This is an optimization exercise on Yosys and OpenROAD, whose aim is small area, a short achievable clock period and few clock cycles, not a production implementation. Only simulation tests tie the RTL to the original design; equivalence was not proved. Power figures rest on the tool's default switching activity, not on a simulated workload.

--- flow/config.mk ---
export PLATFORM = sky130hd
export DESIGN_NAME = stream_find_and_replace
export DESIGN_NICKNAME = stream_find_and_replace
export VERILOG_FILES = /design/flow/design.v
export SDC_FILE = /design/flow/constraint.sdc
export NUM_CORES = 4
export LEC_CHECK = 0
export CAP_MARGIN = 20
export CORE_MARGIN = 2
export CORE_UTILIZATION = 40
export SETUP_SLACK_MARGIN = 2.3
export SLEW_MARGIN = 20
--- flow/constraint.sdc ---
create_clock -name core_clock -period 4.8 [get_ports {clock}]
set_input_delay 0.9600 -clock core_clock [delete_from_list [all_inputs] [get_ports {clock}]]
set_output_delay 0.9600 -clock core_clock [all_outputs]
set_load 0.01 [all_outputs]
--- flow/design.v ---
`default_nettype none
package sfr_pkg;
   localparam int BYTE_W = 8;
   localparam int CSR_DATA_W = 64;
   localparam int CSR_ADDR_W = 5;
endpackage
`default_nettype wire
`default_nettype none
module stream_find_and_replace (
   input  wire logic        clock,
   input  wire logic        reset,
   input  wire logic        in_valid,
   output logic             in_ready,
   input  wire logic [7:0]  in_byte,
   input  wire logic        in_last,
   output logic             out_valid,
   input  wire logic        out_ready,
   output logic      [7:0]  out_byte,
   output logic             out_last,
   input  wire logic        csr_psel,
   input  wire logic        csr_penable,
   input  wire logic        csr_pwrite,
   input  wire logic [4:0]  csr_paddr,
   input  wire logic [63:0] csr_pwdata,
   output logic      [63:0] csr_prdata,
   output logic             csr_pready
);
   logic [63:0] pat_q, rep_q;
   logic [3:0]  plen_q, rlen_q;
   logic [3:0]  p_q;                
   logic [2:0]  pm1_q, rm1_q;       
   logic [3:0]  rsel_q;             
   logic        csr_write, wr_pat, wr_plen, wr_rep, wr_rlen;
   logic [63:0] wdata;
   logic [2:0]  wlen_m1;
   assign csr_pready = 1'b1;
   assign csr_write  = csr_psel && csr_penable && csr_pwrite;
   assign wr_pat     = csr_write && (csr_paddr[4:3] == 2'd0);
   assign wr_plen    = csr_write && (csr_paddr[4:3] == 2'd1);
   assign wr_rep     = csr_write && (csr_paddr[4:3] == 2'd2);
   assign wr_rlen    = csr_write && (csr_paddr[4:3] == 2'd3);
   assign wdata      = reset ? 64'd0 : csr_pwdata;
   assign wlen_m1    = (wdata[3:0] == 4'd0) ? 3'd0 : wdata[3] ? 3'd7 : (wdata[2:0] - 3'd1);
   always_ff @(posedge clock) begin
      if (reset || wr_pat) pat_q <= wdata;
      if (reset || wr_rep) rep_q <= wdata;
      if (reset || wr_plen) begin
         plen_q <= {wdata[3:1], wdata[0] | reset};
         pm1_q  <= wlen_m1;
         p_q    <= {1'b0, wlen_m1} + 4'd1;
      end
      if (reset || wr_rlen) begin
         rlen_q <= {wdata[3:1], wdata[0] | reset};
         rm1_q  <= wlen_m1;
      end
   end
   always_ff @(posedge clock) begin
      for (int i = 0; i < 4; i++) rsel_q[i] <= (csr_paddr[4:3] == 2'(i));
   end
   always_comb begin
      csr_prdata = ({64{rsel_q[0]}} & pat_q) | ({64{rsel_q[2]}} & rep_q);
      csr_prdata[3:0] = csr_prdata[3:0] | ({4{rsel_q[1]}} & plen_q) | ({4{rsel_q[3]}} & rlen_q);
   end
   logic [7:0] s_q [8];         
   logic [8:0] nb_q;            
   logic       pd_q;            
   logic       pl_q;            
   logic [6:0] d_q;             
   logic [7:0] eq_q;            
   logic       lt_q, ep_q;      
   logic [3:0] rc_q;            
   logic       ru_q;            
   logic       ir_q;            
   logic       rg_q;            
   logic [2:0] idx_q;           
   logic       rgl_q;           
   logic       fg_q;            
   logic       fgl_q;           
   logic       v0_q, v1_q, l0_q, l1_q;
   logic [7:0] b0_q, b1_q;
   logic [7:0] rd;              
   logic [7:0] ent;             
   logic [7:0] dn;              
   logic [7:0] msel;
   logic       match, rot;
   always_comb begin
      rd = 8'd0;
      for (int i = 0; i < 8; i++) rd = rd | ({8{nb_q[i+1]}} & s_q[i]);
   end
   always_comb begin
      dn[0] = eq_q[0];
      for (int j = 1; j < 8; j++) dn[j] = d_q[j-1] & eq_q[j];
      msel[0] = (pm1_q == 3'd0) && ep_q;
      for (int j = 1; j < 8; j++) msel[j] = (pm1_q == 3'(j)) && d_q[j-1] && ep_q;
   end
   assign match = ((msel & eq_q) != 8'd0);
   assign ent   = rot ? rd : in_byte;
   logic acc, zero, proc, proc_res, room, gen_push, pop, push, drop;
   logic rep_push, fl_push, fl_done;
   logic [7:0] pdata;
   logic       plast, sel_rep;
   logic [8:0] nb_nx, ltm, pohm;
   logic [3:0] nbb;
   logic       w1, wp;
   always_comb begin
      for (int i = 0; i < 9; i++) begin
         ltm[i]  = (4'(i) < p_q);
         pohm[i] = (4'(i) == p_q);
      end
      nbb = 4'd0;
      for (int i = 1; i < 9; i++) if (nb_q[i]) nbb = nbb | 4'(i);
   end
   logic       rg_nx, fg_nx, v1_nx, pd_nx, pl_nx, zero_nx, lt_nx;
   logic [3:0] rc_nx, p_nx;
   logic [8:0] ltm_nx, poh_nx;
   assign p_nx = wr_plen ? {1'b0, wlen_m1} + 4'd1 : p_q;
   always_comb begin
      for (int i = 0; i < 9; i++) begin
         ltm_nx[i] = (4'(i) < p_nx);
         poh_nx[i] = (4'(i) == p_nx);
      end
   end
   assign rot      = (rc_q != 4'd0);
   assign pop      = v0_q && out_ready;
   assign acc      = in_valid && ir_q;
   assign room     = !v1_q;
   assign zero     = lt_q;
   assign proc     = pd_q && !fg_q && (zero || (!rg_q && room));
   assign proc_res = proc && !zero;
   assign drop     = proc_res && !match;        
   assign rep_push = rg_q && room;
   assign fl_push  = !rg_q && fg_q && room;
   assign gen_push = rep_push || fl_push;
   assign push     = proc_res || gen_push;
   assign w1       = pd_q ? nb_q[2] : nb_q[1];
   assign wp       = pd_q ? ((nb_q[8:1] & pohm[7:0]) != 8'd0) : ep_q;
   assign fl_done  = fgl_q ? w1 : wp;
   assign sel_rep  = proc_res ? match : rg_q;
   assign pdata    = sel_rep ? rep_q[8*idx_q +: 8] : rd;
   always_comb begin
      if (proc_res) begin
         if (match) plast = pl_q && (rm1_q == 3'd0);
         else       plast = pl_q && nb_q[1];
      end else if (rg_q) begin
         plast = rgl_q && (idx_q == rm1_q);
      end else begin
         plast = fgl_q && w1;
      end
   end
   always_comb begin
      if (proc_res && match)    nb_nx = acc ? 9'd2 : 9'd1;
      else if (drop || fl_push) nb_nx = acc ? nb_q : {1'b0, nb_q[8:1]};
      else                      nb_nx = acc ? {nb_q[7:0], 1'b0} : nb_q;
      lt_nx = ((nb_nx & ltm) != 9'd0);
      pd_nx = acc || (pd_q && !proc);
      pl_nx = acc ? in_last : pl_q;
      zero_nx = lt_nx && !pl_nx;
      rg_nx = rg_q;
      if (proc_res && match)               rg_nx = (rm1_q != 3'd0);
      else if (rep_push && idx_q == rm1_q) rg_nx = 1'b0;
      fg_nx = fg_q;
      if (proc && zero && pl_q)            fg_nx = 1'b1;
      else if (drop)                       fg_nx = pl_q ? !nb_q[1] : (!lt_q && !ep_q);
      else if (fl_push && fl_done)         fg_nx = 1'b0;
      v1_nx = v1_q;
      if (pop)                             v1_nx = 1'b0;
      else if (push && v0_q)               v1_nx = 1'b1;
      rc_nx = rot ? rc_q - 4'd1 : 4'd0;
      if (wr_pat && !nb_q[0])              rc_nx = rc_nx + nbb;
   end
   always_ff @(posedge clock) begin
      if (acc || rot) begin
         for (int j = 0; j < 8; j++) eq_q[j] <= (ent == pat_q[8*j +: 8]);
         s_q[0] <= ent;
         for (int i = 1; i < 8; i++) s_q[i] <= s_q[i-1];
      end
      if (proc || ru_q) d_q <= dn[6:0];
      if (acc) pl_q <= in_last;
   end
   always_ff @(posedge clock) begin
      if (reset) begin
         nb_q  <= 9'd1;
         lt_q  <= 1'b1;
         ep_q  <= 1'b0;
         pd_q  <= 1'b0;
         rg_q  <= 1'b0;
         idx_q <= 3'd0;
         fg_q  <= 1'b0;
         v0_q  <= 1'b0;
         v1_q  <= 1'b0;
         rc_q  <= 4'd0;
         ru_q  <= 1'b0;
         ir_q  <= 1'b0;
      end else begin
         nb_q <= nb_nx;
         lt_q <= ((nb_nx & ltm_nx) != 9'd0);
         ep_q <= ((nb_nx & poh_nx) != 9'd0);
         pd_q <= pd_nx;
         rg_q <= rg_nx;
         fg_q <= fg_nx;
         v1_q <= v1_nx;
         rc_q <= rc_nx;
         ru_q <= rot;
         if (proc_res && match) idx_q <= (rm1_q != 3'd0) ? 3'd1 : 3'd0;
         else if (rep_push)     idx_q <= (idx_q == rm1_q) ? 3'd0 : idx_q + 3'd1;
         if (pop)               v0_q <= v1_q || push;
         else if (push)         v0_q <= 1'b1;
         ir_q <= (rc_nx == 4'd0) && !rot &&
                 (!pd_nx || (!fg_nx && (zero_nx || (!rg_nx && !v1_nx))));
      end
   end
   always_ff @(posedge clock) begin
      if (proc_res && match) rgl_q <= pl_q;
      if (proc) fgl_q <= pl_q;
      if (pop ? (v1_q || push) : (push && !v0_q)) begin
         b0_q <= (pop && v1_q) ? b1_q : pdata;
         l0_q <= (pop && v1_q) ? l1_q : plast;
      end
      if (push && v0_q && !(pop && !v1_q)) begin
         b1_q <= pdata;
         l1_q <= plast;
      end
   end
   assign in_ready  = ir_q;
   assign out_valid = v0_q;
   assign out_byte  = b0_q;
   assign out_last  = l0_q;
endmodule
`default_nettype wire
--- flow/flow/run.sh ---
#!/bin/bash
# Layout flow: the standard flow (standard.sh), with the port buffers that ORFS inserts
# on every input and output made of sky130_fd_sc_hd__buf_1 instead of the default cell.
# The full make output goes to flow_make.log in the work folder; ORFS's per-step logs stay
# under orfs/logs.
set -euo pipefail
bash standard.sh "BUFFER_PORTS_ARGS=-buffer_cell sky130_fd_sc_hd__buf_1" finish > flow_make.log 2>&1
--- flow/standard.sh ---
#!/bin/bash
# synth_recipe.tcl (not shown) runs the flow's synth.tcl, then flattens the netlist and writes it again
# the make line also repeats each setting of config.mk as NAME=value (left out here)
make -C /OpenROAD-flow-scripts/flow DESIGN_CONFIG=/design/flow/config.mk WORK_HOME=/design/flow/orfs CLKGATE_MAP_FILE= SYNTH_SCRIPT=/design/flow/synth_recipe.tcl "${@:-finish}"
==> results of run 1 <==
## final timing paths
path              startpoint             end  slack (ns)  cells after the start
setup / recovery   rsel_q[2]  csr_prdata[16]        2.24                      4
hold / removal     s_q[4][1]       s_q[5][1]        0.45                      0
setup reg to reg    pm1_q[1]            lt_q        2.26                      8
hold reg to reg    s_q[4][1]       s_q[5][1]        0.45                      0
## timing repair
item | 4_1_cts | 5_1_grt
endpoints found under the setup margin | 96 | 58
hold buffers | 0 | 0
cloned | 0 | 9
pin swaps | 14 | 39
resized for setup | 54 | 113
setup buffers | 32 | 16
## kinds of logic after synthesis
logic type      count (synthesis)
compound gates                207
flops                         274
other cells                     1
buf+inv                        73
mux                            43
simple gates                  266
fa+ha+maj                       8
xor+xnor                       70
## Yosys cell counts (4+ instances only)
cell type  number
nand2b_1       15
and4_1          8
a21o_1          5
dfxtp_1        30
buf_1           9
a22o_1         60
edfxtp_1      244
xor2_1         64
nor3_1          8
and2_1          9
ha_1            5
o21ai_2         8
o22ai_1         5
nand2_1        52
or2_2           5
a21oi_1        14
inv_1          24
nand4_1        18
nand3_1        16
nor2b_1        71
o22a_1          4
buf_2           6
clkbuf_1       30
mux4_2         18
mux2i_1         5
mux2_2         20
o211ai_1        7
o21ai_0        27
a22oi_1        42
xnor2_1         6
o21a_1          4
nor2_1         45
a31oi_1         4
## layer usage
layer | global-route usage (%) | vias to the layer above | part of all wire, %
met1 | 28.6 | 4436 | 43
met3 | 2.95 | 34 | 6.1
met5 | 0 | - | 0
met4 | 4.52 | 0 | 2.3
li1 | - | 3998 | -
met2 | 34.8 | 322 | 48
## area by class of cell
cell class,count,area share [%]
Sequential cell,274,50.7
Multi-Input combinational cell,596,30.5
Timing Repair Buffer,219,9.52
Clock buffer,42,4.93
Tap cell,402,3.20
Inverter,24,0.574
Clock inverter,10,0.486
Antenna cell,2,0.0319
## critical path: stages (launching register included)
cell and delay [ns]:
dfxtp_4 0.39, buf_12 0.16, clkbuf_16 0.15, a22o_1 0.22
buf_2 0.14
## flip-flops by register name (all words and copies together), names as in the netlist, 3 cells and up
register and cells:
rm1_q 3, p_q 4, idx_q 3, pat_q 64, rsel_q 4, rc_q 4
b0_q 8, rep_q 64, rlen_q 4, plen_q 3, eq_q 8, b1_q 8
pm1_q 3, nb_q 9, s_q 64, d_q 7
## stage by stage
stage               area [sq um]  hold WS, ns  setup WS (ns)  util [%]  cells
floorplan                  12800        0.418           2.06         -    942
global placement           13700        0.430           1.52      43.6   1458
detailed placement         13700        0.436           1.51      43.6   1458
CTS                        15100        0.450           2.27      48.2   1542
global route               15700        0.457           2.18      50.0   1567
finish                     15700        0.449           2.24      50.0   1569
## power by group through the flow
stage / Sequential (mW) / Combinational, mW / Clock, mW
CTS: 3.00 / 0.929 / 2.09
floorplan: 2.97 / 0.588 / 0
global placement: 3.07 / 0.810 / 0
detailed placement: 3.07 / 0.817 / 0
finish: 3.00 / 1.02 / 2.07
global route: 3.02 / 1.09 / 2.19
## cell usage in the layout, fill, tap and decap left out, drive strengths merged, types with 14 or more instances in the layout
cell	netlist	final
a21oi	14	14
a22o	60	60
a22oi	42	42
buf	18	199
clkbuf	31	62
dfxtp	30	30
edfxtp	244	244
inv	24	25
mux2	20	20
mux4	18	18
nand2	54	54
nand2b	15	15
nand3	17	17
nand4	18	18
nor2	45	45
nor2b	71	71
o21ai	38	38
xor2	64	64
==> key figures, run 1 <==
Detailed routing
  • 1st-pass router iterations: 5
  • Final wirelength: 36200 microns
  • DR WL/cell: 23.1 microns
  • Detail-routed via count per cell: 5.60
  • DRC Markers: 0
  • Detailed-route via count: 8790
  • Iteration-0 DRC count of the detailed router: 829
  • Routed Antenna Nets: 0

Place
  • Port Buffers: 156
  • Routability congestion estimate: 0.870
  • DPL Wire Length: 23400 microns

CTS
  • H-tree levels: 1
  • CTS tree: done
  • Clk slew on worst S/H paths: 0.06 ns
  • Clock buffer count from CTS: 29
  • Skew-Pair Late Insertion Delay: 0.56 ns
  • Clock Path Buffers: 3
  • Root Driver: clkbuf_16
  • CTS Sinks: 274

Yosys
  • Multiplexer share of the synthesized area: 5.37%
  • Post-synthesis cell area: 0.0127 sq mm
  • Largest family of logic cells by synthesized area: compound AO/OA/AOI/OAI gates
  • Top post-synthesis cells by area: edfxtp_1, dfxtp_1, xor2_1
  • Post-synth ARST share: 0%
  • Mean post-synth cell area: 13.5 sq um
  • Yosys top cell by area: edfxtp_1
  • Synth Warn #: 2
  • Synth Area in Compound Gates: 12.7%
  • Sequential element share of the synthesized area: 62.5%
  • Synth Area in XOR/XNOR: 4.83%
  • Dominant synthesized flop cell: edfxtp_1
  • Area share of and/or/nand/nor cells after synthesis: 11.4%
  • Post-synthesis cell type count: 77
  • Number of synthesized flops with an enable pin: 244
  • Adder-Cell Fraction of Synth Area: 0.819%
  • Syn Inst Count: 942
  • Yosys top cell area share: 57.8%
  • #FFs+latches synth: 274
  • Synthesized Nets: 1033

Timing
  • Post-route setup TNS: 0 ns
  • Final hold violation count: 0
  • Worst-case clock skew: 0.0284 ns
  • Period minus WS final: 2.56 ns
  • Measured slew at the worst slew-check pin: 0.981 ns
  • Slew HR: 34.6%
  • Max Slew Vio Count: 0
  • Maximum clock rate: 390 MHz
  • Fin crit share: 53.4%
  • RSZ-0062 raised after global routing: yes
  • # setup viols final: 0

Job
  • Max cap viols: 0

Cells and area
  • Fill cells: 2818
  • Area added between synthesis and finish: 23.8%
  • Nets: 1235
  • Multi-input gate area: 0.00479 sq mm
  • FF/Latch Area: 0.00796 sq mm
  • Layout cell share with drive strength beyond 1: 21.9%

Worst setup path
  • CP Class: reg -> out
  • CP Launch Type: flip-flop
  • Critical Path AT: 1.60 ns
  • Worst Path Max Fanout: 6
  • Crit path capture type: output port
  • Critical path required time: 3.84 ns

Die
  • Die height: 182 microns
  • Io pins: 161
  • Row count: 65
  • Initial Util: 40.4%
  • Core area: 0.0314 sq mm
  • Die ar.: 0.0331 sq mm
  • Die X: 182 microns

Power
  • Logic gate share of total power: 16.7%
  • Clock Power Share: 34.0%
  • Switching pwr: 1.63 mW
  • Leak: 5.58 nW
  • Switching fraction of total power: 26.8%
  • Internal power: 4.45 mW
  • Power per Cell Area: 388 mW/mm^2
  • Sequential power share: 49.3%
  • VDD IR-drop max: 0.282 mV
  • Overall Power: 6.08 mW

Hold path
  • HP Class: reg -> reg

Outcome
  • Outcome: no timing/DRC/antenna violations

Global routing
  • Antenna violations before repair: 2
  • Total grt overflow: 0
  • Vias in the first global route: 8451
  • Largest net degree at the start of global routing: 67
  • Tot GR Track Use: 20.7%
  • Global-route wire length before repair: 51900 microns
Testbench counts, summed over its fixed seeds: cycles 77,401.
==> inputs of run 2 (changes only) <==
--- a/flow/config.mk
+++ b/flow/config.mk
@@ -7,6 +7,6 @@
 export LEC_CHECK = 0
 export CAP_MARGIN = 20
 export CORE_MARGIN = 2
-export CORE_UTILIZATION = 40
+export CORE_UTILIZATION = 65
 export SETUP_SLACK_MARGIN = 2.3
 export SLEW_MARGIN = 20
==> run 2 against run 1 <==
Against the previous run: sequential share of layout area up 1.5 points; worst setup slack worse by 0.011 ns; critical path type unchanged; die area down 38%; largest cell class unchanged.
==> key figures, run 2 <==
Timing
  • Period minus WS final: 2.57 ns (+0.0106 ns)
  • RSZ-0062 raised after global routing: yes
  • Measured slew at the worst slew-check pin: 0.977 ns (-0.00484 ns)
  • Setup ws final: 2.23 ns (-0.0106 ns)
  • Maximum clock rate: 389 MHz (-0.41%)
  • Final hold violation count: 0 (unchanged)
  • Fin crit share: 53.6% (+0.22 points)
  • Post-route setup TNS: 0 ns (unchanged)
  • Slew HR: 34.9% (+0.32 points)
  • Worst-case clock skew: 0.0131 ns (-0.0152 ns)
  • Max Slew Vio Count: 0 (unchanged)
  • # setup viols final: 0 (unchanged)

Worst setup path
  • CP Launch Point: rsel_q[2]
  • CP peak stage delay: 0.42 ns (+0.03 ns)
  • Critical path, cell by cell: buf_12, a22oi_2, nand2_1, clkbuf_2
  • CP Buf/Inv Count: 2 (-1)
  • Critical path's slowest cell: dfxtp_4
  • Delay-heaviest family, CP: flip-flops
  • FF-to-FF End: ir_q
  • CP Launch Type: flip-flop
  • Worst Setup EP: csr_prdata[1]
  • Critical Path AT: 1.61 ns (about the same)
  • CP Class: reg -> out
  • Worst Path Max Fanout: 9 (+3)
  • Critical path required time: 3.84 ns (about the same)
  • Worst path depth: 4 (unchanged)
  • Worst R2R Path Depth: 9 (+1)
  • Worst r2r src: nb_q[5]
  • Crit path capture type: output port
  • Reg2reg setup slack: 2.23 ns (-0.03 ns)

CTS
  • Clock buffer count from CTS: 29 (unchanged)
  • CTS Sinks: 274 (unchanged)
  • Clock Path Buffers: 3 (unchanged)
  • Clk slew on worst S/H paths: 0.06 ns (about the same)
  • Root Driver: clkbuf_16
  • Skew-Pair Late Insertion Delay: 0.55 ns (about the same)
  • CTS tree: done
  • H-tree levels: 1 (unchanged)

Yosys
  • Post-synthesis cell type count: 77 (unchanged)
  • Synth Warn #: 2 (unchanged)
  • Post-synthesis cell area: 0.0127 sq mm (unchanged)
  • Area share of and/or/nand/nor cells after synthesis: 11.4% (unchanged)
  • Synth Area in XOR/XNOR: 4.83% (unchanged)
  • Top cells by count, synth: edfxtp_1, nor2b_1, xor2_1, a22o_1, nand2_1
  • Top-count cell post-synth: edfxtp_1
  • Dominant synthesized flop cell: edfxtp_1
  • Syn Inst Count: 942 (unchanged)
  • #FFs+latches synth: 274 (unchanged)
  • Sequential element share of the synthesized area: 62.5% (unchanged)
  • Post-synth ARST share: 0% (unchanged)
  • Number of synthesized flops with an enable pin: 244 (unchanged)
  • Largest family of logic cells by synthesized area: compound AO/OA/AOI/OAI gates
  • Synthesized Nets: 1033 (unchanged)
  • Yosys top cell by area: edfxtp_1
  • Multiplexer share of the synthesized area: 5.37% (unchanged)
  • Yosys top cell area share: 57.8% (unchanged)
  • Top post-synthesis cells by area: edfxtp_1, dfxtp_1, xor2_1
  • Mean post-synth cell area: 13.5 sq um (unchanged)
  • Adder-Cell Fraction of Synth Area: 0.819% (unchanged)
  • Synth Area in Compound Gates: 12.7% (unchanged)

Die
  • Die ar.: 0.0206 sq mm (-38%)
  • Io pins: 161 (unchanged)
  • Initial Util: 65.6% (+25 points)
  • Die height: 144 microns (-21%)
  • Die X: 144 microns (-21%)
  • Core area: 0.0193 sq mm (-38%)
  • Row count: 51 (-22%)

Detailed routing
  • 1st-pass router iterations: 7 (+2)
  • Routed Antenna Nets: 0 (unchanged)
  • Detailed-route via count: 9053 (+3.0%)
  • Iteration-0 DRC count of the detailed router: 770 (-7.1%)
  • DRC Markers: 0 (unchanged)
  • DR WL/cell: 23.3 microns (+0.87%)
  • Detail-routed via count per cell: 6.34 (+13%)
  • Final wirelength: 33300 microns (-8.2%)

Global routing
  • Met2 Usage GRT: 51.3% (+16 points)
  • Antenna violations before repair: 0 (-2)
  • Largest net degree at the start of global routing: 77 (+15%)
  • GR Util met1: 43.6% (+15 points)
  • GR peak layer: met2
  • Met3 Use GR: 4.83% (+1.9 points)
  • Tot GR Track Use: 31.7% (+11 points)
  • Total grt overflow: 0 (unchanged)
  • Global-route wire length before repair: 48600 microns (-6.4%)
  • Vias in the first global route: 8551 (+1.2%)

Power
  • Sequential power share: 50.1% (+0.8 points)
  • Power per Cell Area: 394 mW/mm^2 (+1.6%)
  • Clock Power Share: 33.4% (-0.6 points)
  • Logic gate share of total power: 16.5% (-0.2 points)
  • VDD IR-drop max: 0.307 mV (+8.8%)
  • Switching pwr: 1.62 mW (-0.44%)
  • Leak: 5.40 nW (-3.2%)
  • Internal power: 4.38 mW (-1.7%)
  • Switching fraction of total power: 27.1% (+0.25 points)

Cells and area
  • Biggest regs: pat_q (64), rep_q (64), s_q (64)
  • Fill cells: 1176 (-58%)
  • Most frequent cells in the layout: edfxtp_1, buf_1, nor2b_1, xor2_1, a22o_1
  • Commonest non-fill, non-tap cell in the layout: edfxtp_1
  • Layout cell share with drive strength beyond 1: 19.3% (-2.5 points)
  • Area added between synthesis and finish: 20.2%
  • # diodes: 0 (-2)
  • Nets: 1232 (-0.24%)

Outcome
  • Outcome: no timing/DRC/antenna violations

Job
  • Max cap viols: 0 (unchanged)

Place
  • DPL Wire Length: 21000 microns (-10%)
  • Routability congestion estimate: 0.906 (+4.1%)
  • Worst slack, placed: 1.65 ns (+0.139 ns)
  • Port Buffers: 156 (unchanged)

Hold path
  • HP Class: reg -> reg
## run 2: cell counts after synthesis
No cell type changed its count.
## run 2: stage by stage
stage | area, sq um | hold WS [ns] | total power [mW] | std cells | utilization, %
floorplan | 12800 | 0.418 | 3.56 | 942 | -
global placement | 13500 | 0.431 | 3.85 | 1320 | 69.9
detailed placement | 13500 | 0.434 | 3.87 | 1320 | 69.9
finish | 15200 | 0.449 | 6.00 | 1428 | 78.8
global route | 15200 | 0.456 | 6.18 | 1428 | 78.8
CTS | 15000 | 0.445 | 5.93 | 1414 | 77.4
## run 2: cells by family (layout without fill, tap and decap cells)
group,count (synthesis),in the layout
flip-flops,274,274
AND/OR/NAND/NOR,266,267
buffers and inverters,73,292
multiplexers,43,43
AO/OA/AOI/OAI,207,208
adder cells (fa/ha/maj),8,8
XOR/XNOR,70,70
other,1,1
## run 2: metal layers
metal  wire, microns  vias up
li1                -     4002
met1           13400     4498
met2           16000      470
met3            2520       83
met4            1270        0
met5               0        -
## run 2: cell type report
cell class / instances / area [sq um] / area share, %
Clock buffer: 38 / 759 / 4.98
Clock inverter: 15 / 77.6 / 0.509
Inverter: 24 / 90.1 / 0.591
Multi-Input combinational cell: 597 / 4780 / 31.3
Sequential cell: 274 / 7960 / 52.2
Tap cell: 265 / 332 / 2.18
Timing Repair Buffer: 215 / 1250 / 8.18
## run 2: worst reg2reg max path: cells and delay by family (launching register included)
family                     cells  cell delay, ns
DFF                            1            0.41
and+or+nand+nor                3            0.82
adders and majority gates      1            0.27
AOI/OAI and AO/OA              3            0.62
xor gates and xnor gates       2            0.35
## run 2: power by group through the flow
| stage | clock network, mW | logic, mW | registers (mW) |
|---|---|---|---|
| 3_3_place_gp | 0 | 0.796 | 3.06 |
| 3_5_place_dp | 0 | 0.802 | 3.07 |
| 2_1_floorplan | 0 | 0.588 | 2.97 |
| 6_report | 2.01 | 0.988 | 3.01 |
| 4_1_cts | 2.02 | 0.915 | 3.00 |
| 5_1_grt | 2.11 | 1.05 | 3.02 |
## run 2: timing repair
| action | 4_1_cts | 5_1_grt |
|---|---|---|
| buffers inserted | 39 | 12 |
| pin swaps | 13 | 18 |
| hold buffers | 0 | 0 |
| resized for setup | 57 | 52 |
| cloned | 2 | 2 |
| setup endpoints to repair | 156 | 70 |
## run 2: how the worst min path moves through the flow
stage                    from         to  slack [ns]  cells past startpoint
finish              s_q[6][7]  s_q[7][7]        0.45                      0
global route        s_q[6][5]  s_q[7][5]        0.46                      0
CTS                 s_q[0][7]  s_q[1][7]        0.44                      0
detailed placement  s_q[3][5]  s_q[4][5]        0.43                      0
global placement    s_q[6][6]  s_q[7][6]        0.43                      0
floorplan             eq_q[0]     d_q[0]        0.42                      0

[port drivers added, routing unchanged]
The results above use ideal ports. As a check the final layouts listed here were re-extracted and re-timed, cells and wires unchanged.
Step 1: set_driving_cell puts a clkbuf_16 on clock and a buf_2 on each other input, an assumption about the parent block.
Step 2, shift: input delay + t, output delay - t, t = (earliest + latest rising clock arrival at the registers) / 2. This alone moves slack from input paths to output paths.
a / b / c = ideal / step 1 / step 2; a / b = the first two.
run	t, ns	setup slack, ns	worst hold slack (ns)	clock arrival spread, ns	slew at the worst register clock pin (ns)
run 1	0.594	2.239 / 2.190 / 1.688	0.449 / 0.449 / 0.449	0.028 / 0.028	0.06 / 0.06
run 2	0.589	2.228 / 2.184 / 1.796	0.449 / 0.449 / 0.449	0.014 / 0.013	0.07 / 0.07
After both steps every run listed still meets setup and hold. For run 1, which loses most, drivers alone change the setup slack by -0.049 ns; drivers and shift together by -0.551 ns.
